This is an optimization exercise on Yosys and OpenROAD, whose aim is small area, not a production implementation. The RTL was checked by simulation tests, not by an equivalence proof against the original design. Power and IR drop assume default switching activity. The clock port is modelled as an ideal driver; clocking choices that lean on that would not hold on a real chip.

### design/flow/design.v
`timescale 1ns/1ps
module forth_serial (
	input  logic clk,
	input  logic reset,
	input  logic rx,
	output logic tx,
	output logic led_r,
	output logic led_g,
	output logic led_b
);
	logic [4:0] ph;
	logic       clr;
	always_ff @(posedge clk or negedge reset) begin
		if (!reset) begin
			ph  <= '0;
			clr <= 1'b1;
		end else begin
			ph <= ph + 1'b1;
			if (ph == 5'd31) clr <= 1'b0;
		end
	end
	logic [8:0] R;
	logic       samp;
	logic       rx_done;
	logic [7:0] word;
	assign samp    = (ph[3:0] == 4'd15) && (R[0] || !rx);
	assign rx_done = samp && R[0] && !R[1];
	assign word    = R[8:1];
	always_ff @(posedge clk or negedge reset) begin
		if (!reset) R[0] <= 1'b0;
		else if (samp) R[0] <= R[0] ? R[1] : 1'b1;
	end
	always_ff @(posedge clk) begin
		if (samp) R[8:1] <= {rx, R[0] ? R[8:2] : 7'h7f};
	end
	logic is_digit, is_blank, is_add, is_sub, is_and, is_or, is_eq, is_dup, is_over;
	logic is_drop, is_neg, is_not, is_zeq, is_emit, is_led, is_err;
	always_comb begin
		is_digit = (word >= "0") && (word <= "9");
		is_blank = (word == " ") || ((word >= 8'd10) && (word <= 8'd13));
		is_add  = word == "+";
		is_sub  = word == "-";
		is_and  = word == "&";
		is_or   = word == "|";
		is_eq   = word == "=";
		is_dup  = word == "d";
		is_over = word == "o";
		is_drop = word == "x";
		is_neg  = word == "n";
		is_not  = word == "~";
		is_zeq  = word == "z";
		is_emit = word == ".";
		is_led  = word == "l";
		is_err  = !(is_digit || is_blank || is_add || is_sub || is_and || is_or || is_eq ||
			is_dup || is_over || is_drop || is_neg || is_not || is_zeq || is_emit || is_led);
	end
	logic op_push, op_pop;
	assign op_push = is_digit || is_dup || is_over;
	assign op_pop  = is_add || is_sub || is_and || is_or || is_eq || is_drop || is_emit || is_led;
	localparam logic [1:0] S_IDLE = 2'd0, S_PEND = 2'd1, S_ARM = 2'd2, S_EXEC = 2'd3;
	logic [1:0] st;
	logic arm, exec, o;
	logic o_nx, up;
	assign arm  = (st == S_ARM);
	assign exec = (st == S_EXEC);
	always_ff @(posedge clk or negedge reset) begin
		if (!reset) begin
			st <= S_IDLE;
			o  <= 1'b0;
		end else begin
			if (ph == 5'd31) begin
				o <= o_nx;
				case (st)
					S_IDLE:  if (rx_done) st <= S_ARM;
					S_PEND:  st <= S_ARM;
					S_ARM:   st <= S_EXEC;
					default: st <= S_IDLE;
				endcase
			end else if (rx_done) begin
				st <= S_PEND;
			end
		end
	end
	assign o_nx = (exec && (op_push || op_pop)) ? o : !o;
	assign up   = exec ? (op_push || (!op_pop && o)) : o;
	logic [31:0] ring [16];
	logic [15:0] q;
	logic [15:0] d;
	logic        wbit;
	logic        up_s, dn_s;
	assign up_s = up && !clr;
	assign dn_s = !up && !clr;
	always_comb begin
		for (int j = 0; j < 16; j++) q[j] = ring[j][0];
		for (int j = 1; j < 15; j++) begin
			if (j % 2 == 1) d[j] = !((up_s && q[j-1]) || (dn_s && q[j+1]));
			else            d[j] = !((up_s && q[j-1]) || (dn_s && q[j+1]) || clr);
		end
		d[0]  = clr ? 1'b0 : (!o_nx ? wbit : !(up ? q[15] : q[1]));
		d[15] = clr ? 1'b1 : !(o_nx ? wbit : (up ? q[14] : q[0]));
	end
	always_ff @(posedge clk) begin
		for (int j = 0; j < 16; j++) ring[j] <= {d[j], ring[j][31:1]};
	end
	logic t, s;
	assign t = o ? !q[15] : q[0];
	assign s = o ? q[0]  : !q[1];
	logic c;
	logic ua, ub, cin, ceff, sum, x;
	always_comb begin
		ua  = exec && (is_add || is_sub);
		ub  = exec && (is_sub || is_neg || is_not);
		cin = exec && (is_sub || is_neg);
		ceff = (ph == 5'd0) ? cin : c;
		sum = (ua & s) ^ (t ^ ub) ^ ceff;
		x   = is_zeq ? t : (s ^ t);
	end
	always_ff @(posedge clk) begin
		if (arm)                        c <= ((ph != 5'd0) && c) || x;
		else if (!(is_eq || is_zeq))    c <= ((ua & s) & (t ^ ub)) | (((ua & s) ^ (t ^ ub)) & ceff);
	end
	always_comb begin
		wbit = t;
		if (exec) begin
			if (is_digit)                       wbit = (ph[4:2] == 3'd0) ? word[ph[1:0]] : 1'b0;
			else if (is_add || is_sub || is_neg || is_not) wbit = sum;
			else if (is_and)                    wbit = s & t;
			else if (is_or)                     wbit = s | t;
			else if (is_eq)                     wbit = !c;
			else if (is_zeq)                    wbit = !c;
			else if (is_over || is_drop || is_emit || is_led) wbit = s;
		end
	end
	logic [8:0] sh;
	logic bnd, start, cap, capbit;
	assign bnd    = (ph[3:0] == 4'd0);
	assign start  = arm && (is_emit || is_err) && (ph == 5'd16);
	assign cap    = arm && (((is_emit || is_err) && ph < 5'd8) || (is_led && ph < 5'd16));
	assign capbit = is_err ? (ph < 5'd6) : (t || ph[3]);
	always_ff @(posedge clk or negedge reset) begin
		if (!reset) begin
			sh <= '1;
		end else begin
			if (bnd) sh[0] <= start ? 1'b0 : sh[1];
			if (cap || (bnd && !start)) sh[8:1] <= {cap ? capbit : 1'b1, sh[8:2]};
		end
	end
	assign tx = sh[0];
	logic [2:0] led;
	always_ff @(posedge clk or negedge reset) begin
		if (!reset) led <= '1;
		else if (arm && is_led && ph == 5'd8) led <= ~sh[3:1];
	end
	assign led_g = led[0];
	assign led_b = led[1];
	assign led_r = led[2];
endmodule
### design/flow/flow/run.sh
#!/bin/bash
# Standard layout (standard.sh), with synthesis mapping combinational
# logic through an area-oriented ABC script (flow/area.scr)
set -euo pipefail
export MY_ABC_SCRIPT=$PWD/flow/area.scr
bash standard.sh SYNTH_SCRIPT=$PWD/flow/synth.tcl "CTS_ARGS=-sink_clustering_enable -repair_clock_nets -sink_clustering_size 20 -sink_clustering_max_diameter 50 -buf_list sky130_fd_sc_hd__clkbuf_8 -dont_use_dummy_load" finish > standard.log 2>&1
### design/flow/flow/area.scr
strash
balance
rewrite
refactor
balance
rewrite
rewrite -z
balance
refactor -z
rewrite -z
balance
dch -f
amap
### design/flow/flow/synth.tcl
# The standard synthesis script (synth_recipe.tcl), with only the ABC
# script for combinational mapping swapped for flow/area.scr
proc synth {args} { yosys synth -nofsm -noshare {*}$args }
proc abc {args} {
  set i [lsearch -exact $args -script]
  if { $i >= 0 } { lset args [expr {$i + 1}] $::env(MY_ABC_SCRIPT) }
  yosys abc {*}$args
}
source $::env(SCRIPTS_DIR)/synth.tcl
# left out here: clear keep_hierarchy, flatten, clean up, hide names made inside functions, write 1_2_yosys.v
### design/flow/standard.sh
#!/bin/bash
# synth_recipe.tcl (not shown) runs the flow's synth.tcl, then flattens the netlist and writes it again
# the make line also repeats each setting of config.mk as NAME=value (left out here)
make -C /OpenROAD-flow-scripts/flow DESIGN_CONFIG=/design/flow/config.mk WORK_HOME=/design/flow/orfs CLKGATE_MAP_FILE= SYNTH_SCRIPT=/design/flow/synth_recipe.tcl "${@:-finish}"
### design/flow/config.mk
export PLATFORM = sky130hd
export DESIGN_NAME = forth_serial
export DESIGN_NICKNAME = forth_serial
export VERILOG_FILES = /design/flow/design.v
export SDC_FILE = /design/flow/constraint.sdc
export NUM_CORES = 4
export LEC_CHECK = 0
export ABC_AREA = 1
export CAP_MARGIN = 20
export CORE_MARGIN = 2
export CORE_UTILIZATION = 85
export CTS_BUF_LIST = sky130_fd_sc_hd__clkbuf_8
export CTS_CLUSTER_DIAMETER = 50
export CTS_CLUSTER_SIZE = 20
export SLEW_MARGIN = 20
### design/flow/constraint.sdc
create_clock -name core_clock -period 15.0 [get_ports {clk}]
set_input_delay 3.0000 -clock core_clock [delete_from_list [all_inputs] [get_ports {clk}]]
set_output_delay 3.0000 -clock core_clock [all_outputs]
set_load 0.01 [all_outputs]
==> results.yml, run 1 <==
synthesis:
  ys_seq_elements: 543
  ys.flop_type: "dfxtp_1"
  netlist_area_um2: 12100
  synthTopCellsByArea: "dfxtp_1 (85%), dfstp_2 (2.8%), edfxtp_1 (2.2%), dfrtp_1 (1.9%), clkinv_1 (0.99%)"
  synth.top_cell.area_share_pct: 84.6
  synthesis.nets: 736
  ys_async_sr_fraction_pct: 4.05
  syn_inst: 727
  synthDistinctLibCells: 32
  synth.most_common_cell: "dfxtp_1"
  syn_area_per_cell_um2: 16.7
  synth_top_cell_by_area: "dfxtp_1"
  ys_warn_count: 2
  synth_edf_count: 9
  ys_seq_area_share_pct: 91.5
  synthTopCellsByCount: "dfxtp_1 (512), clkinv_1 (32), nor2_1 (29)"
floorplanning:
  die_w_um: 123
  start_util_pct: 87.3
  fp-row-count: 43
  die_h_um: 123
  io-pin-count: 7
placement:
  place_congestion: 0.838
  placement.io_buffers: 6
status:
  haltStage: "detailed placement (3_5_place_dp)"
  outcome: "did not finish"
  firstError: "Error: detail_place.tcl, 38 bad optional access"
-- how the worst max path moves through the flow --
stage	startpoint	to	slack [ns]
floorplan	rx	R[1]$_SDFFCE_PN1P_	11.19
global placement	rx	R[3]$_SDFFCE_PN1P_	10.68
-- stage by stage --
step | total power (uW) | std cells | hold slack, ns | worst slack (ns)
floorplan | 1490 | 727 | 0.310 | 11.19
global placement | 1490 | 913 | 0.311 | 10.68
-- cell families after synthesis --
| kind of cell | count (synthesis) | synth area share [%] |
|---|---|---|
| simple gates | 82 | 3.15 |
| buf+inv | 32 | 0.992 |
| fa+ha+maj | 6 | 0.682 |
| flops | 543 | 91.5 |
| compound gates | 64 | 3.65 |
-- power groups by stage --
stage             clock [uW]  sequential (uW)  combinational (uW)
global placement           0             1480                5.64
floorplan                  0             1480                2.81
==> inputs of run 2 (changes only) <==
--- a/design/flow/config.mk
+++ b/design/flow/config.mk
@@ -10,3 +10,3 @@
 export CORE_MARGIN = 2
-export CORE_UTILIZATION = 85
+export CORE_UTILIZATION = 70
 export CTS_BUF_LIST = sky130_fd_sc_hd__clkbuf_8
==> results.yml, run 2 <==
status:
  outcome: "finished clean"
routing:
  drtAntennaViolNets: 0
  vias: 4789
  vias_per_cell: 4.82
  drtIter0Drc: 286
  drt_first_pass_iters: 4
  wl_per_cell_um: 15.3
  routed_wl_mm: 15.2
  drcViolationCount: 0
placement:
  postPlaceCellArea_um2: 12500
  place_congestion: 0.810
  placement.io_buffers: 6
  post-place-ws_ns: 10.55
  dpl.hpwl_mm: 9.08
cells_and_area:
  diodes: 0
  syn_to_final_growth_pct: 6.80
  fin_nets: 779
  largest_register_ffs: 512
  regMostFlops: "ring"
  area.sequential_um2: 11100
  final_layout_size_suffix_gt1_share_pct: 6.25
  final_cell_mix: "dfxtp_1 (512), clkbuf_8 (35), clkinv_1 (32), nor2_1 (29), nand2_1 (17)"
  multi_input_area_um2: 906
  final_common_cell: "dfxtp_1"
  stdcell_area_um2: 12900
  top_regs: "ring x512, R x9, sh x9"
  fill_cells: 954
setup_path:
  r2r-end: "ring[10][31]$_DFF_P_"
  worst-setup-path-type: "flop to output pin"
  path_max_fanout: 2
  r2r_cells: 10
  r2r_start: "R[7]$_SDFFCE_PN1P_"
  required_ns: 12.00
  critPathCaptureType: "output pin"
  cp.arrival_ns: 1.57
  cp_top_family: "flip-flops"
  crit_cells: 1
  slowest_stage: "dfstp_2"
  reg2reg_slack_ns: 11.59
  start_kind: "flop"
  crit_path_max_incr_delay_ns: 0.54
  crit_path_cell_trace: "clkdlybuf4s50_1"
  path_buf_inv: 1
flow_run:
  drv_cap: 0
timing:
  relSlewSlack_pct: 37.1
  slew_violations: 0
  hold_viol_final: 0
  clock_skew_ns: 0.0417
  max_freq_mhz: 219
  setup_violations: 0
  grt_setup_unrepaired: "no"
  period_needed_ns: 4.57
  setup_tns_ns: 0
  worst_slew_pin_slew_ns: 0.940
  min_period_over_period_pct: 30.5
  finalWorstSetupSlack_ns: 10.43
global_routing:
  gr-usage-all-layers_pct: 17.6
  grt_max_degree: 23
  grt_overflow_total: 0
  grt_pass1_wl_mm: 24.9
  antenna_found_initial: 0
  grt_pass1_vias: 4929
clock_network:
  ctsRootBufferMaster: "clkbuf_8"
  cts_tree: "yes"
  clk_path_buf_depth: 3
  postCtsHoldBufs: 0
  clock_sinks: 543
  numCtsBuffers: 35
  insertion_delay_ns: 0.54
  post-cts-setup-buffer-count: 0
  clk_pin_slew_ns: 0.11
  ctsHtreeMaxLevel: 2
  postCtsResizedCells: 0
synthesis:
  syn_inst: 727
  syn_area_per_cell_um2: 16.7
  synth.top_cell.area_share_pct: 84.6
  ys.flop_type: "dfxtp_1"
  ys_seq_elements: 543
  ys_async_sr_fraction_pct: 4.05
  synthDistinctLibCells: 32
  synthTopCellsByCount: "dfxtp_1 (512), clkinv_1 (32), nor2_1 (29)"
  synth.most_common_cell: "dfxtp_1"
  synthesis.nets: 736
  synth_edf_count: 9
  ys_seq_area_share_pct: 91.5
  ys_warn_count: 2
  synthTopCellsByArea: "dfxtp_1 (85%), dfstp_2 (2.8%), edfxtp_1 (2.2%), dfrtp_1 (1.9%), clkinv_1 (0.99%)"
  netlist_area_um2: 12100
  synth_top_cell_by_area: "dfxtp_1"
worst_hold_path:
  hold_class: "flop to flop"
  hold_depth: 0
  min_from: "ring[0][30]$_DFF_P_"
  whs_endpoint: "ring[0][29]$_DFF_P_"
floorplanning:
  fp-row-count: 48
  core_um2: 17100
  die_area_um2: 18400
  start_util_pct: 70.8
  io-pin-count: 7
  die_h_um: 136
  die_w_um: 136
power:
  p_leak_uw: 0.00507
  ir_worst_vdd_uv: 111
  powerDensity_nw_per_um2: 158
run 2: power breakdown:
group	switching, uW	total, uW	internal, uW
logic	3.10	5.85	2.75
registers	1.91	1450	1450
clock network	378	590	212
total	383	2050	1660
run 2: cells by family after synthesis:
| logic type | count (synthesis) | share of synthesized area, % |
|---|---|---|
| compound gates | 64 | 3.65 |
| fa+ha+maj | 6 | 0.682 |
| buf+inv | 32 | 0.992 |
| flops | 543 | 91.5 |
| simple gates | 82 | 3.15 |
run 2: worst register-to-register path, stage by stage, from the launching register on:
cell and delay (ns):
edfxtp_1 0.36, clkinv_1 0.10, or4_1 0.59, or3_1 0.41
o31ai_1 0.12, nor3_1 0.12, a31oi_1 0.25, o21ai_0 0.21
nor2_1 0.53, clkinv_1 0.38, o22ai_1 0.25
run 2: how the worst max path moves through the flow:
stage                                  from            endpoint  slack [ns]
after detailed placement                 rx  R[2]$_SDFFCE_PN1P_       10.55
final                     sh[0]$_DFFE_PN1N_                  tx       10.43
after global placement                   rx  R[4]$_SDFFCE_PN1P_       10.68
after global routing      sh[0]$_DFFE_PN1N_                  tx       10.38
after floorplan                          rx  R[1]$_SDFFCE_PN1P_       11.19
after CTS                 sh[0]$_DFFE_PN1N_                  tx       10.40
run 2: per-layer routing:
| metal | wire length [um] | part of all wire, % | GRT usage (%) | vias to the layer above |
|---|---|---|---|---|
| li1 | - | - | - | 2420 |
| met1 | 7640 | 50 | 25.6 | 2264 |
| met2 | 6690 | 44 | 26.9 | 74 |
| met3 | 583 | 3.8 | 4.12 | 31 |
| met4 | 272 | 1.8 | 5.38 | 0 |
| met5 | 0 | 0 | 0 | - |
run 2: area by class of cell:
| cell class | instances | area share, % |
|---|---|---|
| Tap cell | 225 | 2.18 |
| Sequential cell | 543 | 85.7 |
| Clock buffer | 35 | 3.72 |
| Multi-Input combinational cell | 152 | 7.00 |
| Timing Repair Buffer | 6 | 0.464 |
| Inverter | 32 | 0.929 |
run 2: metrics by stage:
stage,power [uW],hold slack (ns),instances,utilization (%)
2_1_floorplan,1490,0.310,727,-
3_3_place_gp,1490,0.312,958,72.8
3_5_place_dp,1490,0.312,958,72.8
4_1_cts,2060,0.287,993,75.6
5_1_grt,2110,0.296,993,75.6
6_report,2050,0.291,993,75.6
==> inputs of run 3 (changes only) <==
==> design/flow/flow/run.sh (replaced) <==
#!/bin/bash
# Standard layout (standard.sh), with synthesis mapping combinational
# logic through an area-oriented ABC script (flow/area.scr)
set -euo pipefail
export MY_ABC_SCRIPT=$PWD/flow/area.scr
bash standard.sh SYNTH_SCRIPT=$PWD/flow/synth.tcl "CTS_ARGS=-sink_clustering_enable -repair_clock_nets -sink_clustering_size 34 -sink_clustering_max_diameter 60 -buf_list sky130_fd_sc_hd__clkbuf_16 -dont_use_dummy_load" finish > standard.log 2>&1
==> results.yml, run 3 <==
cells_and_area:
  final_cell_mix: "dfxtp_1 (512), clkinv_1 (32), nor2_1 (29), clkbuf_16 (21), nand2_1 (17)"
  fin_nets: 765
  fill_cells: 909
  multi_input_area_um2: 906
  final_layout_size_suffix_gt1_share_pct: 4.51
  postLayoutCoreUtil_pct: 75.8
  largest_register_ffs: 512
  diodes: 0
  regMostFlops: "ring"
  top_regs: "ring x512, R x9, sh x9"
  area.sequential_um2: 11100
  final_common_cell: "dfxtp_1"
  syn_to_final_growth_pct: 7.16
timing:
  hold_viol_final: 0
  grt_setup_unrepaired: "no"
  clock_skew_ns: 0.0781
  worst_slew_pin_slew_ns: 0.957
  slew_violations: 0
  max_freq_mhz: 219
  min_period_over_period_pct: 30.5
  setup_tns_ns: 0
  setup_violations: 0
  relSlewSlack_pct: 36.0
  hold-worst-slack_ns: 0.273
  period_needed_ns: 4.58
  finalWorstSetupSlack_ns: 10.42
clock_network:
  numCtsBuffers: 21
  ctsHtreeMaxLevel: 1
  clk_path_buf_depth: 3
  insertion_delay_ns: 0.54
  clk_pin_slew_ns: 0.12
  postCtsResizedCells: 0
  cts_tree: "yes"
  ctsRootBufferMaster: "clkbuf_16"
  post-cts-setup-buffer-count: 0
  postCtsHoldBufs: 0
  clock_sinks: 543
setup_path:
  path_buf_inv: 1
  path_max_fanout: 2
  cp.arrival_ns: 1.58
  critPathCaptureType: "output pin"
  slowest_stage: "dfstp_2"
  cp_top_family: "flip-flops"
  r2r-end: "ring[10][31]$_DFF_P_"
  required_ns: 12.00
  crit_path_cell_trace: "clkdlybuf4s50_1"
  crit_path_max_incr_delay_ns: 0.55
  reg2reg_slack_ns: 11.53
  worst-setup-path-type: "flop to output pin"
  r2r_cells: 10
  r2r_start: "R[7]$_SDFFCE_PN1P_"
  start_kind: "flop"
synthesis:
  synthesis.nets: 736
  synth_xor_area_share_pct: 0
  ys_async_sr_fraction_pct: 4.05
  synth_top_cell_by_area: "dfxtp_1"
  synth_top_family_by_area: "compound AO/OA/AOI/OAI gates"
  synthDistinctLibCells: 32
  synth_simple_gate_area_share_pct: 3.15
  synthTopCellsByCount: "dfxtp_1 (512), clkinv_1 (32), nor2_1 (29)"
  ys.flop_type: "dfxtp_1"
  syn_area_per_cell_um2: 16.7
  synth.mux.area_fraction_pct: 0
  synthTopCellsByArea: "dfxtp_1 (85%), dfstp_2 (2.8%), edfxtp_1 (2.2%), dfrtp_1 (1.9%), clkinv_1 (0.99%)"
  synth_fa_ha_area_share_pct: 0.682
  synth.top_cell.area_share_pct: 84.6
  ys_seq_elements: 543
  synth.most_common_cell: "dfxtp_1"
  syn_inst: 727
  synth_compound_area_share_pct: 3.65
  synth_edf_count: 9
  netlist_area_um2: 12100
  ys_warn_count: 2
  ys_seq_area_share_pct: 91.5
floorplanning:
  core_um2: 17100
  start_util_pct: 70.8
  io-pin-count: 7
  die_h_um: 136
  die_area_um2: 18400
  fp-row-count: 48
  die_w_um: 136
worst_hold_path:
  whs_endpoint: "ring[14][28]$_DFF_P_"
  min_from: "ring[14][29]$_DFF_P_"
  hold_class: "flop to flop"
  hold_depth: 0
global_routing:
  gr-usage-all-layers_pct: 19.4
  grt_pass1_wl_mm: 27.3
  grt_max_degree: 35
  grt_pass1_vias: 5059
  antenna_found_initial: 0
  grt_overflow_total: 0
routing:
  routed_wl_mm: 16.9
  drcViolationCount: 0
  wl_per_cell_um: 17.3
  vias: 4785
  drtIter0Drc: 271
  drtAntennaViolNets: 0
  drt_first_pass_iters: 4
  vias_per_cell: 4.89
power:
  total_power_uw: 2100
  ir_worst_vdd_uv: 174
  p_leak_uw: 0.00508
  powerDensity_nw_per_um2: 162
placement:
  post-place-ws_ns: 10.55
  place_congestion: 0.810
  dpl.hpwl_mm: 9.08
  placement.io_buffers: 6
status:
  outcome: "finished clean"
flow_run:
  drv_cap: 0
run 3: power breakdown:
part	total [uW]	switching, uW	internal [uW]
clock network	645	391	254
registers	1450	1.92	1450
logic	5.90	3.14	2.75
total	2100	396	1710
run 3: how the worst max path moves through the flow:
stage                             from  cells after the start  slack (ns)                 end
floorplan                           rx                      1       11.19  R[1]$_SDFFCE_PN1P_
global placement                    rx                      2       10.68  R[4]$_SDFFCE_PN1P_
detailed placement                  rx                      2       10.55  R[2]$_SDFFCE_PN1P_
CTS                  sh[0]$_DFFE_PN1N_                      1       10.40                  tx
global route        led[0]$_DFFE_PN1P_                      1       10.37               led_g
finish               sh[0]$_DFFE_PN1N_                      1       10.42                  tx
run 3: final cells by class:
cell class	instances	area share, %
sequential	543	85.4
multi-input combinational	152	6.98
clock buffer	21	4.05
tap	225	2.17
inverter	32	0.925
timing repair buffer	6	0.463
run 3: metrics by stage:
step | instances | cell area, um^2
2_1_floorplan | 727 | 12100
6_report | 979 | 13000
3_3_place_gp | 958 | 12500
5_1_grt | 979 | 13000
3_5_place_dp | 958 | 12500
4_1_cts | 979 | 13000
run 3: metal layers:
| metal | routed length, um | part of all wire (%) | GRT usage, % | up-vias |
|---|---|---|---|---|
| li1 | - | - | - | 2396 |
| met1 | 8210 | 49 | 27.8 | 2295 |
| met2 | 7910 | 47 | 31.7 | 73 |
| met3 | 503 | 3.0 | 3.37 | 21 |
| met4 | 276 | 1.6 | 4.46 | 0 |
| met5 | 0 | 0 | 0 | - |
run 3: cell families after synthesis:
kind of cell | Yosys count
buf+inv | 32
simple gates | 82
fa+ha+maj | 6
flops | 543
compound gates | 64
==> inputs of run 4 (changes only) <==
==> design/flow/flow/run.sh (replaced) <==
#!/bin/bash
# Standard layout (standard.sh), with synthesis mapping combinational
# logic through an area-oriented ABC script (flow/area.scr)
set -euo pipefail
export MY_ABC_SCRIPT=$PWD/flow/area.scr
bash standard.sh SYNTH_SCRIPT=$PWD/flow/synth.tcl "CTS_ARGS=-sink_clustering_enable -repair_clock_nets -sink_clustering_size 20 -sink_clustering_max_diameter 50 -buf_list sky130_fd_sc_hd__clkbuf_8 -dont_use_dummy_load" "BUFFER_PORTS_ARGS=-buffer_cell sky130_fd_sc_hd__buf_1" finish > standard.log 2>&1
--- a/design/flow/config.mk
+++ b/design/flow/config.mk
@@ -10,3 +10,3 @@
 export CORE_MARGIN = 2
-export CORE_UTILIZATION = 70
+export CORE_UTILIZATION = 75
 export CTS_BUF_LIST = sky130_fd_sc_hd__clkbuf_8
==> results.yml, run 4 <==
timing:
  setup_tns_ns: 0
  max_freq_mhz: 239
  clock_skew_ns: 0.0605
  grt_setup_unrepaired: "no"
  hold_viol_final: 0
  worst_slew_pin_slew_ns: 0.827
  relSlewSlack_pct: 44.8
  period_needed_ns: 4.19
  finalWorstSetupSlack_ns: 10.81
  min_period_over_period_pct: 27.9
  slew_violations: 0
  setup_violations: 0
power:
  p_leak_uw: 0.00505
  switching_power_uw: 377
  powerDensity_nw_per_um2: 158
  pwr-share-clk_pct: 28.4
  switching_share_pct: 18.5
  total_power_uw: 2030
  ir_worst_vdd_uv: 107
  p_comb_share_pct: 0.3
  seqPwrFrac_pct: 71.3
  internal-power_uw: 1660
setup_path:
  start_kind: "flop"
  cp.arrival_ns: 1.19
  path_buf_inv: 1
  cp_top_family: "flip-flops"
  critPathCaptureType: "output pin"
  crit_path_cell_trace: "buf_1"
  crit_path_max_incr_delay_ns: 0.53
  slowest_stage: "dfstp_2"
  worst-setup-path-type: "flop to output pin"
  reg2reg_slack_ns: 11.48
  required_ns: 12.00
  path_max_fanout: 2
routing:
  routed_wl_mm: 15.7
  drcViolationCount: 0
  top_layer_used: "met4"
  vias_per_cell: 4.84
  drtAntennaViolNets: 0
  dr_wl_met2_mm: 7.36
  wl_met1_mm: 7.52
  wl_met3_um: 466
  drtIter0Drc: 142
  drt_first_pass_iters: 4
  wl_per_cell_um: 16.0
  vias: 4761
clock_network:
  clk_path_buf_depth: 3
  post-cts-setup-buffer-count: 0
  clock_sinks: 543
  postCtsResizedCells: 0
  insertion_delay_ns: 0.54
  postCtsHoldBufs: 0
  clk_pin_slew_ns: 0.10
  ctsHtreeMaxLevel: 2
  ctsRootBufferMaster: "clkbuf_8"
  cts_tree: "yes"
  numCtsBuffers: 34
cells_and_area:
  syn_to_final_growth_pct: 6.29
  diodes: 0
  fill_cells: 712
  fin_nets: 778
  final_layout_size_suffix_gt1_share_pct: 6.26
  final_common_cell: "dfxtp_1"
  largest_register_ffs: 512
  top_regs: "ring x512, R x9, sh x9"
  regMostFlops: "ring"
  final_cell_mix: "dfxtp_1 (512), clkbuf_8 (34), clkinv_1 (32), nor2_1 (29), nand2_1 (17)"
synthesis:
  synthesis.nets: 736
  synthTopCellsByCount: "dfxtp_1 (512), clkinv_1 (32), nor2_1 (29)"
  synthTopCellsByArea: "dfxtp_1 (85%), dfstp_2 (2.8%), edfxtp_1 (2.2%), dfrtp_1 (1.9%), clkinv_1 (0.99%)"
  synth_edf_count: 9
  syn_inst: 727
  ys_seq_elements: 543
  ys_seq_area_share_pct: 91.5
  synth.most_common_cell: "dfxtp_1"
  synth_top_cell_by_area: "dfxtp_1"
  synth.top_cell.area_share_pct: 84.6
  synthDistinctLibCells: 32
  syn_area_per_cell_um2: 16.7
  ys_async_sr_fraction_pct: 4.05
  ys.flop_type: "dfxtp_1"
  netlist_area_um2: 12100
  ys_warn_count: 2
floorplanning:
  start_util_pct: 76.5
  die_w_um: 131
  fp-row-count: 46
  io-pin-count: 7
  die_area_um2: 17200
  die_h_um: 131
  core_um2: 15800
global_routing:
  gr-usage-all-layers_pct: 19.6
  antenna_found_initial: 0
  grt_pass1_vias: 4896
  grt_pass1_wl_mm: 25.2
  grt_overflow_total: 0
  grt_max_degree: 23
status:
  outcome: "finished clean"
worst_hold_path:
  hold_class: "flop to flop"
flow_run:
  drv_cap: 0
placement:
  placement.io_buffers: 6
  dpl.hpwl_mm: 10.2
  post-place-ws_ns: 10.90
  place_congestion: 0.794
run 4: cell counts after synthesis:
No cell type changed its count.
run 4: worst register-to-register path, delay by kind of cell, from the launching register on:
family                 cells  cell delay, ns
and+or+nand+nor            4            1.19
buffers and inverters      3            0.81
AOI/OAI and AO/OA          4            1.03
DFF                        1            0.41
run 4: logic make-up (layout without fill, tap and decap cells):
family	count (synthesis)	count (layout)	synth area share [%]
compound gates	64	64	3.65
fa+ha+maj	6	6	0.682
buf+inv	32	72	0.992
flops	543	543	91.5
simple gates	82	82	3.15
run 4: routing by layer:
metal / vias up / global-route usage, %
met5: - / 0
met4: 0 / 6.76
met3: 32 / 3.81
met2: 65 / 31.8
met1: 2246 / 27.1
li1: 2418 / -
run 4: final timing paths:
kind,from,end,cells after the start
max,led[0]$_DFFE_PN1P_,led_g,1
min,ring[5][21]$_DFF_P_,ring[5][20]$_DFF_P_,0
max reg2reg,R[2]$_SDFFCE_PN1P_,ring[14][31]$_DFF_P_,11
max in group asynchronous,reset,sh[0]$_DFFE_PN1N_,1
min in group asynchronous,reset,st[1]$_DFFE_PN0P_,1
min reg2reg,ring[5][21]$_DFF_P_,ring[5][20]$_DFF_P_,0
run 4: final cells by class:
type / instances / area (um^2) / area share [%]
Tap cell: 216 / 270 / 2.10
Sequential cell: 543 / 11100 / 86.1
Clock buffer: 34 / 468 / 3.63
Multi-Input combinational cell: 152 / 906 / 7.04
Timing Repair Buffer: 6 / 23.8 / 0.185
Inverter: 32 / 120 / 0.933
run 4: stage by stage:
step                std cells  util, %  hold WS [ns]  area (um^2)
CTS                       983     81.3         0.322        12900
global route              983     81.3         0.329        12900
global placement          949     78.4         0.312        12400
floorplan                 727        -         0.310        12100
detailed placement        949     78.4         0.312        12400
finish                    983     81.3         0.318        12900
run 4: power by group through the flow:
stage | sequential (uW) | clock, uW | combinational (uW)
floorplan | 1480 | 0 | 2.81
global placement | 1480 | 0 | 4.89
CTS | 1450 | 591 | 5.38
detailed placement | 1480 | 0 | 5.38
finish | 1450 | 578 | 5.27
global route | 1450 | 640 | 6.02
==> inputs of run 5 (changes only) <==
==> design/flow/flow/run.sh (replaced) <==
#!/bin/bash
# Standard layout (standard.sh), with synthesis mapping combinational
# logic through an area-oriented ABC script (flow/area.scr)
set -euo pipefail
export MY_ABC_SCRIPT=$PWD/flow/area.scr
bash standard.sh SYNTH_SCRIPT=$PWD/flow/synth.tcl "CTS_ARGS=-sink_clustering_enable -repair_clock_nets -sink_clustering_size 20 -sink_clustering_max_diameter 50 -buf_list sky130_fd_sc_hd__clkbuf_8 -root_buf sky130_fd_sc_hd__clkbuf_4 -tree_buf sky130_fd_sc_hd__clkbuf_4 -dont_use_dummy_load" "BUFFER_PORTS_ARGS=-buffer_cell sky130_fd_sc_hd__buf_1" finish > standard.log 2>&1
==> results.yml, run 5 <==
cells_and_area:
  fill_cells: 721
  stdcell_area_um2: 12800
  final_common_cell: "dfxtp_1"
  regMostFlops: "ring"
  top_regs: "ring x512, R x9, sh x9"
  fin_nets: 778
  fin_cells: 984
  final_cell_mix: "dfxtp_1 (512), clkinv_1 (32), nor2_1 (29), clkbuf_8 (29), nand2_1 (17)"
  syn_to_final_growth_pct: 6.05
  final_layout_size_suffix_gt1_share_pct: 6.26
  largest_register_ffs: 512
synthesis:
  synthDistinctLibCells: 32
  syn_inst: 727
  synthTopCellsByCount: "dfxtp_1 (512), clkinv_1 (32), nor2_1 (29)"
  syn_area_per_cell_um2: 16.7
  ys.flop_type: "dfxtp_1"
  synthesis.nets: 736
  synth_top_cell_by_area: "dfxtp_1"
  ys_seq_elements: 543
  ys_seq_area_share_pct: 91.5
  synthTopCellsByArea: "dfxtp_1 (85%), dfstp_2 (2.8%), edfxtp_1 (2.2%), dfrtp_1 (1.9%), clkinv_1 (0.99%)"
  ys_warn_count: 2
  synth.most_common_cell: "dfxtp_1"
  ys_async_sr_fraction_pct: 4.05
  synth_edf_count: 9
  synth.top_cell.area_share_pct: 84.6
  netlist_area_um2: 12100
timing:
  max_freq_mhz: 233
  slew_violations: 0
  grt_setup_unrepaired: "no"
  setup_tns_ns: 0
  worst_slew_pin_slew_ns: 0.825
  clock_skew_ns: 0.0615
  setup_violations: 0
  period_needed_ns: 4.30
  relSlewSlack_pct: 45.0
  finalWorstSetupSlack_ns: 10.70
  min_period_over_period_pct: 28.6
  hold_viol_final: 0
power:
  switching_power_uw: 377
  ir_worst_vdd_uv: 107
  p_leak_uw: 0.00504
  pwr-share-clk_pct: 27.8
  powerDensity_nw_per_um2: 157
  switching_share_pct: 18.7
  p_comb_share_pct: 0.3
  seqPwrFrac_pct: 71.9
  total_power_uw: 2020
  internal-power_uw: 1640
global_routing:
  grt_overflow_total: 0
  grt_pass1_vias: 4892
  gr-usage-all-layers_pct: 19.6
  grt_pass1_wl_mm: 25.2
  antenna_found_initial: 1
  grt_max_degree: 23
clock_network:
  ctsRootBufferMaster: "clkbuf_4"
  ctsHtreeMaxLevel: 2
  cts_tree: "yes"
  clk_pin_slew_ns: 0.10
  insertion_delay_ns: 0.64
  postCtsResizedCells: 0
  post-cts-setup-buffer-count: 0
  postCtsHoldBufs: 0
  numCtsBuffers: 34
  clk_path_buf_depth: 3
  clock_sinks: 543
setup_path:
  cp.arrival_ns: 1.30
  slowest_stage: "dfstp_2"
  critPathCaptureType: "output pin"
  path_max_fanout: 2
  path_buf_inv: 1
  required_ns: 12.00
  crit_path_cell_trace: "buf_1"
  worst-setup-path-type: "flop to output pin"
  reg2reg_slack_ns: 11.47
  start_kind: "flop"
  crit_path_max_incr_delay_ns: 0.53
  cp_top_family: "flip-flops"
placement:
  dpl.hpwl_mm: 10.2
  dpl.cell_count: 949
  postPlaceCellArea_um2: 12400
  placement.io_buffers: 6
  place_congestion: 0.794
  post-place-ws_ns: 10.90
routing:
  drtAntennaViolNets: 0
  drtIter0Drc: 158
  drt_first_pass_iters: 4
  drcViolationCount: 0
  wl_per_cell_um: 16.1
  routed_wl_mm: 15.8
  vias_per_cell: 4.84
  vias: 4761
floorplanning:
  die_h_um: 131
  core_um2: 15800
  die_area_um2: 17200
  io-pin-count: 7
  fp-row-count: 46
  die_w_um: 131
  start_util_pct: 76.5
flow_run:
  drv_cap: 0
worst_hold_path:
  hold_class: "flop to flop"
status:
  outcome: "finished clean"
[run 5: cell counts after synthesis]
No cell type changed its count.
[run 5: power groups by stage]
stage / Sequential, uW / Combinational [uW] / Clock (uW)
floorplan: 1480 / 2.81 / 0
global placement: 1480 / 4.89 / 0
detailed placement: 1480 / 5.38 / 0
CTS: 1450 / 5.38 / 572
global route: 1450 / 6.02 / 622
finish: 1450 / 5.25 / 561
[run 5: through the flow]
step	hold WS, ns	util, %
6_report	0.318	81.2
5_1_grt	0.318	81.2
4_1_cts	0.321	81.1
3_5_place_dp	0.312	78.4
3_3_place_gp	0.312	78.4
2_1_floorplan	0.310	-
[run 5: path summary, 6_finish.rpt]
check	startpoint	end	depth (start not counted)
setup / recovery	led[0]$_DFFE_PN1P_	led_g	1
hold / removal	ring[5][21]$_DFF_P_	ring[5][20]$_DFF_P_	0
setup reg to reg	R[2]$_SDFFCE_PN1P_	ring[14][31]$_DFF_P_	11
hold reg to reg	ring[5][21]$_DFF_P_	ring[5][20]$_DFF_P_	0
max in group asynchronous	reset	sh[0]$_DFFE_PN1N_	1
min in group asynchronous	reset	o$_DFFE_PN0P_	1
[run 5: cell families after synthesis]
logic type / count (synthesis) / share of synthesized area (%)
adder cells (fa/ha/maj): 6 / 0.682
AO/OA/AOI/OAI: 64 / 3.65
buffers and inverters: 32 / 0.992
flip-flops: 543 / 91.5
AND/OR/NAND/NOR: 82 / 3.15
[run 5: final cells by class]
type	count	area, um^2	area share [%]
multi-input combinational	152	906	7.05
tap	216	270	2.10
timing repair buffer	6	23.8	0.185
sequential	543	11100	86.3
inverter	32	120	0.935
antenna	1	2.50	0.0195
clock buffer	34	437	3.40
[run 5: routing by layer]
metal	wire length (um)	GRT usage (%)
met1	7550	27.1
met4	326	6.51
met3	492	3.90
met5	0	0
met2	7450	31.9
==> inputs of run 6 (changes only) <==
==> design/flow/flow/run.sh (replaced) <==
#!/bin/bash
# Standard layout (standard.sh), with synthesis mapping combinational
# logic through an area-oriented ABC script (flow/area.scr)
set -euo pipefail
export MY_ABC_SCRIPT=$PWD/flow/area.scr
bash standard.sh SYNTH_SCRIPT=$PWD/flow/synth.tcl "CTS_ARGS=-sink_clustering_enable -repair_clock_nets -sink_clustering_size 22 -sink_clustering_max_diameter 70 -buf_list sky130_fd_sc_hd__clkbuf_8 -root_buf sky130_fd_sc_hd__clkbuf_4 -tree_buf sky130_fd_sc_hd__clkbuf_4 -dont_use_dummy_load" "BUFFER_PORTS_ARGS=-buffer_cell sky130_fd_sc_hd__buf_1" finish > standard.log 2>&1
==> results.yml, run 6 <==
floorplanning:
  fp-row-count: 46
  die_h_um: 131
  die_w_um: 131
  start_util_pct: 76.5
  die_area_um2: 17200
  io-pin-count: 7
  core_um2: 15800
timing:
  hold_viol_final: 0
  finalWorstSetupSlack_ns: 10.58
  clock_skew_ns: 0.0232
  relSlewSlack_pct: 46.8
  max_freq_mhz: 226
  worst_slew_pin_slew_ns: 0.791
  min_period_over_period_pct: 29.5
  grt_setup_unrepaired: "no"
  setup_violations: 0
  period_needed_ns: 4.42
  setup_tns_ns: 0
  slew_violations: 0
clock_network:
  cts_tree: "yes"
  ctsRootBufferMaster: "clkbuf_4"
  clk_path_buf_depth: 3
  postCtsHoldBufs: 0
  insertion_delay_ns: 0.71
  numCtsBuffers: 28
  clock_sinks: 543
  post-cts-setup-buffer-count: 0
  ctsHtreeMaxLevel: 1
  clk_pin_slew_ns: 0.12
  postCtsResizedCells: 0
routing:
  drtAntennaViolNets: 0
  wl_per_cell_um: 16.1
  routed_wl_mm: 15.7
  drcViolationCount: 0
  vias_per_cell: 4.82
  vias: 4710
  drt_first_pass_iters: 4
  drtIter0Drc: 194
placement:
  dpl.cell_count: 949
  post-place-ws_ns: 10.90
  dpl.hpwl_mm: 10.2
  place_congestion: 0.794
  placement.io_buffers: 6
  postPlaceCellArea_um2: 12400
synthesis:
  synth.mux.area_fraction_pct: 0
  ys.flop_type: "dfxtp_1"
  synthesis.nets: 736
  synth_xor_area_share_pct: 0
  netlist_area_um2: 12100
  synthDistinctLibCells: 32
  synth.top_cell.area_share_pct: 84.6
  synthTopCellsByArea: "dfxtp_1 (85%), dfstp_2 (2.8%), edfxtp_1 (2.2%), dfrtp_1 (1.9%), clkinv_1 (0.99%)"
  ys_seq_elements: 543
  synth_top_cell_by_area: "dfxtp_1"
  ys_async_sr_fraction_pct: 4.05
  synth.most_common_cell: "dfxtp_1"
  synth_edf_count: 9
  synth_compound_area_share_pct: 3.65
  synth_fa_ha_area_share_pct: 0.682
  syn_area_per_cell_um2: 16.7
  synth_top_family_by_area: "compound AO/OA/AOI/OAI gates"
  synth_simple_gate_area_share_pct: 3.15
  syn_inst: 727
  ys_warn_count: 2
  ys_seq_area_share_pct: 91.5
  synthTopCellsByCount: "dfxtp_1 (512), clkinv_1 (32), nor2_1 (29)"
setup_path:
  start_kind: "flop"
  required_ns: 12.00
  path_buf_inv: 1
  worst-setup-path-type: "flop to output pin"
  cp.arrival_ns: 1.42
  crit_path_cell_trace: "buf_1"
  crit_path_max_incr_delay_ns: 0.56
  slowest_stage: "dfstp_2"
  cp_top_family: "flip-flops"
  path_max_fanout: 2
  critPathCaptureType: "output pin"
worst_hold_path:
  hold_class: "flop to flop"
cells_and_area:
  syn_to_final_growth_pct: 5.47
  final_common_cell: "dfxtp_1"
  stdcell_area_um2: 12800
  regMostFlops: "ring"
  top_regs: "ring x512, R x9, sh x9"
  fill_cells: 738
  final_layout_size_suffix_gt1_share_pct: 5.52
  largest_register_ffs: 512
  fin_nets: 772
  fin_cells: 978
  final_cell_mix: "dfxtp_1 (512), clkinv_1 (32), nor2_1 (29), clkbuf_8 (25), nand2_1 (17)"
power:
  switching_power_uw: 370
  internal-power_uw: 1610
  seqPwrFrac_pct: 73.3
  switching_share_pct: 18.7
  ir_worst_vdd_uv: 120
  p_comb_share_pct: 0.3
  p_leak_uw: 0.00500
  powerDensity_nw_per_um2: 155
  pwr-share-clk_pct: 26.4
global_routing:
  grt_max_degree: 23
  grt_overflow_total: 0
  antenna_found_initial: 1
  grt_pass1_wl_mm: 25.1
  gr-usage-all-layers_pct: 19.3
  grt_pass1_vias: 4820
status:
  outcome: "finished clean"
flow_run:
  drv_cap: 0
## run 6: changes by cell type in the layout (fill, tap and decap cells not counted), sizes merged
| cell | delta |
|---|---|
| clkbuf | -6 |
## run 6: per-layer routing
metal / vias up / routed length, um / global-route usage, %
li1: 2411 / - / -
met5: - / 0 / 0
met1: 2203 / 7610 / 27.5
met2: 63 / 7320 / 31.5
met4: 0 / 359 / 5.26
met3: 33 / 419 / 3.00
## run 6: cell type report
cell class	instances	area (um^2)	share of cell area [%]
Multi-Input combinational cell	152	906	7.09
Sequential cell	543	11100	86.8
Inverter	32	120	0.940
Tap cell	216	270	2.12
Antenna cell	1	2.50	0.0196
Clock buffer	28	367	2.87
Timing Repair Buffer	6	23.8	0.186
## run 6: cell families (layout without fill, tap and decap cells)
group / after synthesis / in the layout
adders and majority gates: 6 / 6
other: 0 / 1
and+or+nand+nor: 82 / 82
buffers and inverters: 32 / 66
DFF: 543 / 543
AOI/OAI and AO/OA: 64 / 64
## run 6: final timing paths
path | from | endpoint | slack [ns] | depth (start not counted)
worst min register to register | ring[12][15]$_DFF_P_ | ring[12][14]$_DFF_P_ | 0.33 | 0
worst max-delay path | sh[0]$_DFFE_PN1N_ | tx | 10.58 | 1
min in group asynchronous | reset | ph[0]$_DFF_PN0_ | 2.24 | 1
worst max register to register | R[2]$_SDFFCE_PN1P_ | ring[2][31]$_DFF_P_ | 11.47 | 11
worst min-delay path | ring[12][15]$_DFF_P_ | ring[12][14]$_DFF_P_ | 0.33 | 0
max in group asynchronous | reset | led[2]$_DFFE_PN1P_ | 12.37 | 1
## run 6: metrics by stage
stage               power, uW  utilization (%)  hold WS (ns)
floorplan                1490                -         0.310
global placement         1490             78.4         0.312
detailed placement       1490             78.4         0.312
CTS                      1990             80.7         0.331
global route             2040             80.7         0.339
finish                   1980             80.7         0.330
## run 6: power by group through the flow
| stage | logic, uW | clock network (uW) | registers (uW) |
|---|---|---|---|
| 2_1_floorplan | 2.81 | 0 | 1480 |
| 5_1_grt | 6.02 | 577 | 1450 |
| 3_3_place_gp | 4.89 | 0 | 1480 |
| 3_5_place_dp | 5.38 | 0 | 1480 |
| 6_report | 5.31 | 523 | 1450 |
| 4_1_cts | 5.38 | 531 | 1450 |
==> inputs of run 7 (changes only) <==
==> design/flow/flow/run.sh (replaced) <==
#!/bin/bash
# Standard layout (standard.sh), with synthesis mapping combinational
# logic through an area-oriented ABC script (flow/area.scr)
set -euo pipefail
export MY_ABC_SCRIPT=$PWD/flow/area.scr
bash standard.sh SYNTH_SCRIPT=$PWD/flow/synth.tcl "CTS_ARGS=-sink_clustering_enable -repair_clock_nets -sink_clustering_size 22 -sink_clustering_max_diameter 50 -buf_list sky130_fd_sc_hd__clkbuf_8 -root_buf sky130_fd_sc_hd__clkbuf_4 -tree_buf sky130_fd_sc_hd__clkbuf_4 -dont_use_dummy_load" "BUFFER_PORTS_ARGS=-buffer_cell sky130_fd_sc_hd__buf_1" finish > standard.log 2>&1
--- a/design/flow/config.mk
+++ b/design/flow/config.mk
@@ -10,3 +10,3 @@
 export CORE_MARGIN = 2
-export CORE_UTILIZATION = 75
+export CORE_UTILIZATION = 80
 export CTS_BUF_LIST = sky130_fd_sc_hd__clkbuf_8
==> results.yml, run 7 <==
status:
  outcome: "did not finish"
  haltStage: "detailed placement (3_5_place_dp)"
  firstError: "[ERROR DPL-0033] detailed placement checks failed during check placement."
floorplanning:
  fp-row-count: 44
  die_w_um: 127
  io-pin-count: 7
  die_h_um: 127
  start_util_pct: 82.7
synthesis:
  synth.most_common_cell: "dfxtp_1"
  synth.mux.area_fraction_pct: 0
  netlist_area_um2: 12100
  synth_top_cell_by_area: "dfxtp_1"
  synth_simple_gate_area_share_pct: 3.15
  synth_fa_ha_area_share_pct: 0.682
  synth_xor_area_share_pct: 0
  synthDistinctLibCells: 32
  synthTopCellsByCount: "dfxtp_1 (512), clkinv_1 (32), nor2_1 (29)"
  ys.flop_type: "dfxtp_1"
  synthTopCellsByArea: "dfxtp_1 (85%), dfstp_2 (2.8%), edfxtp_1 (2.2%), dfrtp_1 (1.9%), clkinv_1 (0.99%)"
  ys_seq_elements: 543
  synth_edf_count: 9
  synth_compound_area_share_pct: 3.65
  synth.top_cell.area_share_pct: 84.6
  ys_async_sr_fraction_pct: 4.05
  syn_area_per_cell_um2: 16.7
  synth_top_family_by_area: "compound AO/OA/AOI/OAI gates"
  ys_seq_area_share_pct: 91.5
  ys_warn_count: 2
  synthesis.nets: 736
  syn_inst: 727
placement:
  dpl.hpwl_mm: 12.8
  placement.io_buffers: 6
  place_congestion: 0.765
-- run 7: cell counts after synthesis --
No cell type changed its count.
-- run 7: power by group through the flow --
stage	Sequential, uW	Combinational, uW	Clock [uW]
floorplan	1480	2.81	0
global placement	1480	4.94	0
-- run 7: how the worst max path moves through the flow --
stage	slack, ns	startpoint	end
floorplan	11.19	rx	R[1]$_SDFFCE_PN1P_
global placement	11.05	rx	R[2]$_SDFFCE_PN1P_
-- run 7: metrics by stage --
stage / power [uW] / instances / setup slack [ns] / instance area (um^2) / hold WS, ns
3_3_place_gp: 1490 / 917 / 11.05 / 12400 / 0.311
2_1_floorplan: 1490 / 727 / 11.19 / 12100 / 0.310
-- run 7: cells by family after synthesis --
group,Yosys count
fa+ha+maj,6
flops,543
compound gates,64
buf+inv,32
simple gates,82
==> inputs of run 8 (changes only) <==
--- a/design/flow/config.mk
+++ b/design/flow/config.mk
@@ -10,3 +10,3 @@
 export CORE_MARGIN = 2
-export CORE_UTILIZATION = 80
+export CORE_UTILIZATION = 75
 export CTS_BUF_LIST = sky130_fd_sc_hd__clkbuf_8
==> results.yml, run 8 <==
timing:
  worst_slew_pin_slew_ns: 0.815
  period_needed_ns: 4.37
  setup_violations: 0
  finalWorstSetupSlack_ns: 10.63
  slew_violations: 0
  hold_viol_final: 0
  setup_tns_ns: 0
  min_period_over_period_pct: 29.2
  relSlewSlack_pct: 45.6
  max_freq_mhz: 229
  grt_setup_unrepaired: "no"
  clock_skew_ns: 0.0601
power:
  switching_share_pct: 18.6
  internal-power_uw: 1620
  p_comb_share_pct: 0.3
  total_power_uw: 1990
  p_leak_uw: 0.00501
  pwr-share-clk_pct: 26.9
  ir_worst_vdd_uv: 111
  switching_power_uw: 371
  seqPwrFrac_pct: 72.9
  powerDensity_nw_per_um2: 156
floorplanning:
  die_w_um: 131
  fp-row-count: 46
  start_util_pct: 76.5
  io-pin-count: 7
  die_area_um2: 17200
  die_h_um: 131
  core_um2: 15800
global_routing:
  gr-usage-all-layers_pct: 19.2
  grt_overflow_total: 0
  grt_pass1_wl_mm: 25.0
  grt_pass1_vias: 4857
  grt_max_degree: 23
  antenna_found_initial: 1
synthesis:
  syn_inst: 727
  ys_seq_area_share_pct: 91.5
  synthesis.nets: 736
  synthDistinctLibCells: 32
  synth_top_cell_by_area: "dfxtp_1"
  synthTopCellsByCount: "dfxtp_1 (512), clkinv_1 (32), nor2_1 (29)"
  netlist_area_um2: 12100
  synth_edf_count: 9
  ys_async_sr_fraction_pct: 4.05
  ys.flop_type: "dfxtp_1"
  synth.most_common_cell: "dfxtp_1"
  synthTopCellsByArea: "dfxtp_1 (85%), dfstp_2 (2.8%), edfxtp_1 (2.2%), dfrtp_1 (1.9%), clkinv_1 (0.99%)"
  syn_area_per_cell_um2: 16.7
  ys_seq_elements: 543
  ys_warn_count: 2
  synth.top_cell.area_share_pct: 84.6
cells_and_area:
  regMostFlops: "ring"
  fin_nets: 774
  largest_register_ffs: 512
  syn_to_final_growth_pct: 5.70
  final_common_cell: "dfxtp_1"
  top_regs: "ring x512, R x9, sh x9"
  final_cell_mix: "dfxtp_1 (512), clkinv_1 (32), nor2_1 (29), clkbuf_8 (27), nand2_1 (17)"
  final_layout_size_suffix_gt1_share_pct: 5.77
clock_network:
  clock_sinks: 543
  numCtsBuffers: 30
  ctsHtreeMaxLevel: 1
  cts_tree: "yes"
  postCtsHoldBufs: 0
  clk_pin_slew_ns: 0.11
  clk_path_buf_depth: 3
  insertion_delay_ns: 0.73
  post-cts-setup-buffer-count: 0
  postCtsResizedCells: 0
  ctsRootBufferMaster: "clkbuf_4"
routing:
  vias_per_cell: 4.83
  routed_wl_mm: 15.7
  drtAntennaViolNets: 0
  drcViolationCount: 0
  drtIter0Drc: 164
  drt_first_pass_iters: 5
  wl_per_cell_um: 16.0
  vias: 4732
setup_path:
  crit_path_cell_trace: "buf_1"
  cp_top_family: "flip-flops"
  required_ns: 12.00
  path_buf_inv: 1
  path_max_fanout: 2
  crit_cells: 1
  cp.arrival_ns: 1.37
  crit_path_max_incr_delay_ns: 0.53
  worst-setup-path-type: "flop to output pin"
  r2r_cells: 11
  start_kind: "flop"
  slowest_stage: "dfstp_2"
  critPathCaptureType: "output pin"
flow_run:
  drv_cap: 0
worst_hold_path:
  hold_depth: 0
  hold_class: "flop to flop"
placement:
  place_congestion: 0.794
  dpl.hpwl_mm: 10.2
  post-place-ws_ns: 10.90
  placement.io_buffers: 6
status:
  outcome: "finished clean"
-- run 8: cell counts after synthesis --
No cell type changed its count.
-- run 8: power groups by stage --
stage	Combinational [uW]	Sequential [uW]	Clock, uW
final	5.29	1450	535
after global routing	6.02	1450	592
after CTS	5.38	1450	545
after detailed placement	5.38	1480	0
after global placement	4.89	1480	0
after floorplan	2.81	1480	0
-- run 8: cell type report --
cell class / instances / area [um^2]
antenna: 1 / 2.50
clock buffer: 30 / 394
fill: 734 / 3020
inverter: 32 / 120
multi-input combinational: 152 / 906
sequential: 543 / 11100
tap: 216 / 270
timing repair buffer: 6 / 23.8
-- run 8: logic make-up after synthesis --
logic type / share of synthesized area [%]
buffers and inverters: 0.992
AO/OA/AOI/OAI: 3.65
flip-flops: 91.5
AND/OR/NAND/NOR: 3.15
adder cells (fa/ha/maj): 0.682
-- run 8: per-stage QoR --
stage               util, %  cells  hold slack, ns  area, um^2
floorplan                 -    727           0.310       12100
global placement       78.4    949           0.312       12400
finish                 80.9    980           0.300       12800
detailed placement     78.4    949           0.312       12400
global route           80.9    980           0.319       12800
CTS                    80.9    979           0.302       12800
-- run 8: routing by layer --
layer | global-route usage [%] | wire length, um | vias to the layer above
li1 | - | - | 2414
met2 | 31.5 | 7300 | 64
met1 | 27.2 | 7630 | 2221
met3 | 2.80 | 350 | 33
met4 | 5.76 | 435 | 0
met5 | 0 | 0 | -
-- run 8: worst paths after layout --
| path | end | start | slack, ns |
|---|---|---|---|
| worst min-delay path | ring[0][22]$_DFF_P_ | ring[0][23]$_DFF_P_ | 0.30 |
| worst min register to register | ring[0][22]$_DFF_P_ | ring[0][23]$_DFF_P_ | 0.30 |
| worst max register to register | ring[14][31]$_DFF_P_ | R[2]$_SDFFCE_PN1P_ | 11.40 |
| min in group asynchronous | st[0]$_DFFE_PN0P_ | reset | 2.23 |
| max in group asynchronous | sh[0]$_DFFE_PN1N_ | reset | 12.34 |
| worst max-delay path | led_g | led[0]$_DFFE_PN1P_ | 10.63 |
==> inputs of run 9 (changes only) <==
==> design/flow/flow/run.sh (replaced) <==
#!/bin/bash
# The standard layout (standard.sh) with three changes:
#  - synthesis is the standard script (flow/synth.tcl is synth_recipe.tcl)
#    except that ABC maps the combinational logic with an area-oriented
#    script (flow/area.scr); registers are mapped exactly as before
#  - CTS uses clkbuf_8 leaf buffers on clusters of at most 22 sinks,
#    clkbuf_4 for the upper tree and no dummy loads
#  - port buffers are buf_1 (every input and output is still buffered)
# All of ORFS's output goes to standard.log here and to orfs/logs.
set -euo pipefail
export MY_ABC_SCRIPT=$PWD/flow/area.scr
bash standard.sh SYNTH_SCRIPT=$PWD/flow/synth.tcl \
	"CTS_ARGS=-sink_clustering_enable -repair_clock_nets -sink_clustering_size 22 -sink_clustering_max_diameter 70 -buf_list sky130_fd_sc_hd__clkbuf_8 -root_buf sky130_fd_sc_hd__clkbuf_4 -tree_buf sky130_fd_sc_hd__clkbuf_4 -dont_use_dummy_load" \
	"BUFFER_PORTS_ARGS=-buffer_cell sky130_fd_sc_hd__buf_1" \
	finish > standard.log 2>&1
==> results.yml, run 9 <==
routing:
  wl_per_cell_um: 16.1
  vias: 4710
  drcViolationCount: 0
  drt_first_pass_iters: 4
  vias_per_cell: 4.82
  drtIter0Drc: 194
  routed_wl_mm: 15.7
  drtAntennaViolNets: 0
setup_path:
  crit_path_max_incr_delay_ns: 0.56
  slowest_stage: "dfstp_2"
  path_max_fanout: 2
  required_ns: 12.00
  r2r_start: "R[2]$_SDFFCE_PN1P_"
  r2r_cells: 11
  start_kind: "flop"
  reg2reg_slack_ns: 11.47
  worst-setup-path-type: "flop to output pin"
  critPathCaptureType: "output pin"
  path_buf_inv: 1
  cp.arrival_ns: 1.42
  crit_path_cell_trace: "buf_1"
  crit_cells: 1
  r2r-end: "ring[2][31]$_DFF_P_"
  cp_top_family: "flip-flops"
synthesis:
  synth.most_common_cell: "dfxtp_1"
  synthTopCellsByCount: "dfxtp_1 (512), clkinv_1 (32), nor2_1 (29)"
  synth_edf_count: 9
  synthesis.nets: 736
  ys_async_sr_fraction_pct: 4.05
  synthDistinctLibCells: 32
  synthTopCellsByArea: "dfxtp_1 (85%), dfstp_2 (2.8%), edfxtp_1 (2.2%), dfrtp_1 (1.9%), clkinv_1 (0.99%)"
  ys_seq_elements: 543
  ys_seq_area_share_pct: 91.5
  syn_area_per_cell_um2: 16.7
  ys.flop_type: "dfxtp_1"
  synth.top_cell.area_share_pct: 84.6
  netlist_area_um2: 12100
  synth_top_cell_by_area: "dfxtp_1"
  ys_warn_count: 2
  syn_inst: 727
power:
  p_leak_uw: 0.00500
  internal-power_uw: 1610
  switching_power_uw: 370
  ir_worst_vdd_uv: 120
  p_comb_share_pct: 0.3
  switching_share_pct: 18.7
  seqPwrFrac_pct: 73.3
  powerDensity_nw_per_um2: 155
  total_power_uw: 1980
  pwr-share-clk_pct: 26.4
status:
  outcome: "finished clean"
cells_and_area:
  final_common_cell: "dfxtp_1"
  top_regs: "ring x512, R x9, sh x9"
  fill_cells: 738
  syn_to_final_growth_pct: 5.47
  regMostFlops: "ring"
  largest_register_ffs: 512
  final_layout_size_suffix_gt1_share_pct: 5.52
  final_cell_mix: "dfxtp_1 (512), clkinv_1 (32), nor2_1 (29), clkbuf_8 (25), nand2_1 (17)"
  fin_nets: 772
floorplanning:
  die_area_um2: 17200
  die_w_um: 131
  io-pin-count: 7
  die_h_um: 131
  fp-row-count: 46
  core_um2: 15800
  start_util_pct: 76.5
clock_network:
  cts_tree: "yes"
  numCtsBuffers: 28
  ctsHtreeMaxLevel: 1
  clk_path_buf_depth: 3
  clock_sinks: 543
  ctsRootBufferMaster: "clkbuf_4"
  clk_pin_slew_ns: 0.12
  postCtsResizedCells: 0
  post-cts-setup-buffer-count: 0
  postCtsHoldBufs: 0
  insertion_delay_ns: 0.71
worst_hold_path:
  min_from: "ring[12][15]$_DFF_P_"
  hold_class: "flop to flop"
  hold_depth: 0
  whs_endpoint: "ring[12][14]$_DFF_P_"
timing:
  setup_violations: 0
  setup_tns_ns: 0
  slew_violations: 0
  clock_skew_ns: 0.0232
  max_freq_mhz: 226
  grt_setup_unrepaired: "no"
  hold-worst-slack_ns: 0.330
  relSlewSlack_pct: 46.8
  hold_viol_final: 0
  min_period_over_period_pct: 29.5
  period_needed_ns: 4.42
  worst_slew_pin_slew_ns: 0.791
placement:
  place_congestion: 0.794
  dpl.hpwl_mm: 10.2
  placement.io_buffers: 6
global_routing:
  grt_max_degree: 23
  grt_pass1_vias: 4820
  gr-usage-all-layers_pct: 19.3
  antenna_found_initial: 1
  grt_pass1_wl_mm: 25.1
  grt_overflow_total: 0
flow_run:
  drv_cap: 0
## run 9: cell counts after synthesis
Identical to the previous run, type by type.
## run 9: worst max path at each step
stage,from,end,slack [ns]
6_report,sh[0]$_DFFE_PN1N_,tx,10.58
5_1_grt,sh[0]$_DFFE_PN1N_,tx,10.51
4_1_cts,sh[0]$_DFFE_PN1N_,tx,10.53
3_5_place_dp,rx,R[2]$_SDFFCE_PN1P_,10.90
3_3_place_gp,rx,R[2]$_SDFFCE_PN1P_,11.04
2_1_floorplan,rx,R[1]$_SDFFCE_PN1P_,11.19
## run 9: logic make-up (layout without fill, tap and decap cells)
group | Yosys count | count (layout) | share of synthesized area (%)
fa+ha+maj | 6 | 6 | 0.682
buf+inv | 32 | 66 | 0.992
simple gates | 82 | 82 | 3.15
compound gates | 64 | 64 | 3.65
flops | 543 | 543 | 91.5
other cells | 0 | 1 | 0
## run 9: cell type report
type	instances	area, um^2	area share, %
antenna	1	2.50	0.0196
timing repair buffer	6	23.8	0.186
inverter	32	120	0.940
tap	216	270	2.12
clock buffer	28	367	2.87
multi-input combinational	152	906	7.09
sequential	543	11100	86.8
## run 9: through the flow
| stage | cell area [um^2] | instances | utilization (%) | setup WS, ns |
|---|---|---|---|---|
| after detailed placement | 12400 | 949 | 78.4 | 10.90 |
| after global routing | 12800 | 978 | 80.7 | 10.51 |
| after floorplan | 12100 | 727 | - | 11.19 |
| final | 12800 | 978 | 80.7 | 10.58 |
| after global placement | 12400 | 949 | 78.4 | 11.04 |
| after CTS | 12800 | 977 | 80.7 | 10.53 |
## run 9: metal layers
layer	vias up	routed length [um]	track usage, %
li1	2411	-	-
met1	2203	7610	27.5
met2	63	7320	31.5
met3	33	419	3.00
met4	0	359	5.26
met5	-	0	0
## run 9: power groups by stage
stage	clock network (uW)	registers [uW]	logic, uW
final	523	1450	5.31
after global routing	577	1450	6.02
after CTS	531	1450	5.38
after detailed placement	0	1480	5.38
after global placement	0	1480	4.89
after floorplan	0	1480	2.81

-- port drivers added, routing unchanged --
Ports are ideal in the flow. The routed layouts listed here were re-timed in OpenROAD. Step 1, drivers: a clkbuf_16 drives clk and a buf_2 each remaining input, both assumed. Step 2, shift: input delay + t, output delay - t, t = (earliest + latest rising clock arrival at the registers) / 2. This alone moves slack from input paths to output paths. a / b / c = no drivers / after step 1 / after step 2; a / b = the first two.
run | t (ns) | setup slack, ns | latest minus earliest clock arrival (ns) | cell pins on the clock port's net
run 2 | 0.556 | 10.427 / 10.387 / 10.571 | 0.044 / 0.043 | 1
run 3 | 0.544 | 10.425 / 10.384 / 10.574 | 0.085 / 0.085 | 1
run 4 | 0.546 | 10.813 / 10.774 / 10.829 | 0.060 / 0.060 | 1
run 5 | 0.653 | 10.704 / 10.667 / 10.827 | 0.065 / 0.065 | 1
run 6 | 0.742 | 10.578 / 10.539 / 10.891 | 0.023 / 0.023 | 1
run 8 | 0.736 | 10.626 / 10.587 / 10.838 | 0.060 / 0.060 | 1
run 9 | 0.742 | 10.578 / 10.539 / 10.891 | 0.023 / 0.023 | 1
After both steps every run listed still meets setup and hold.
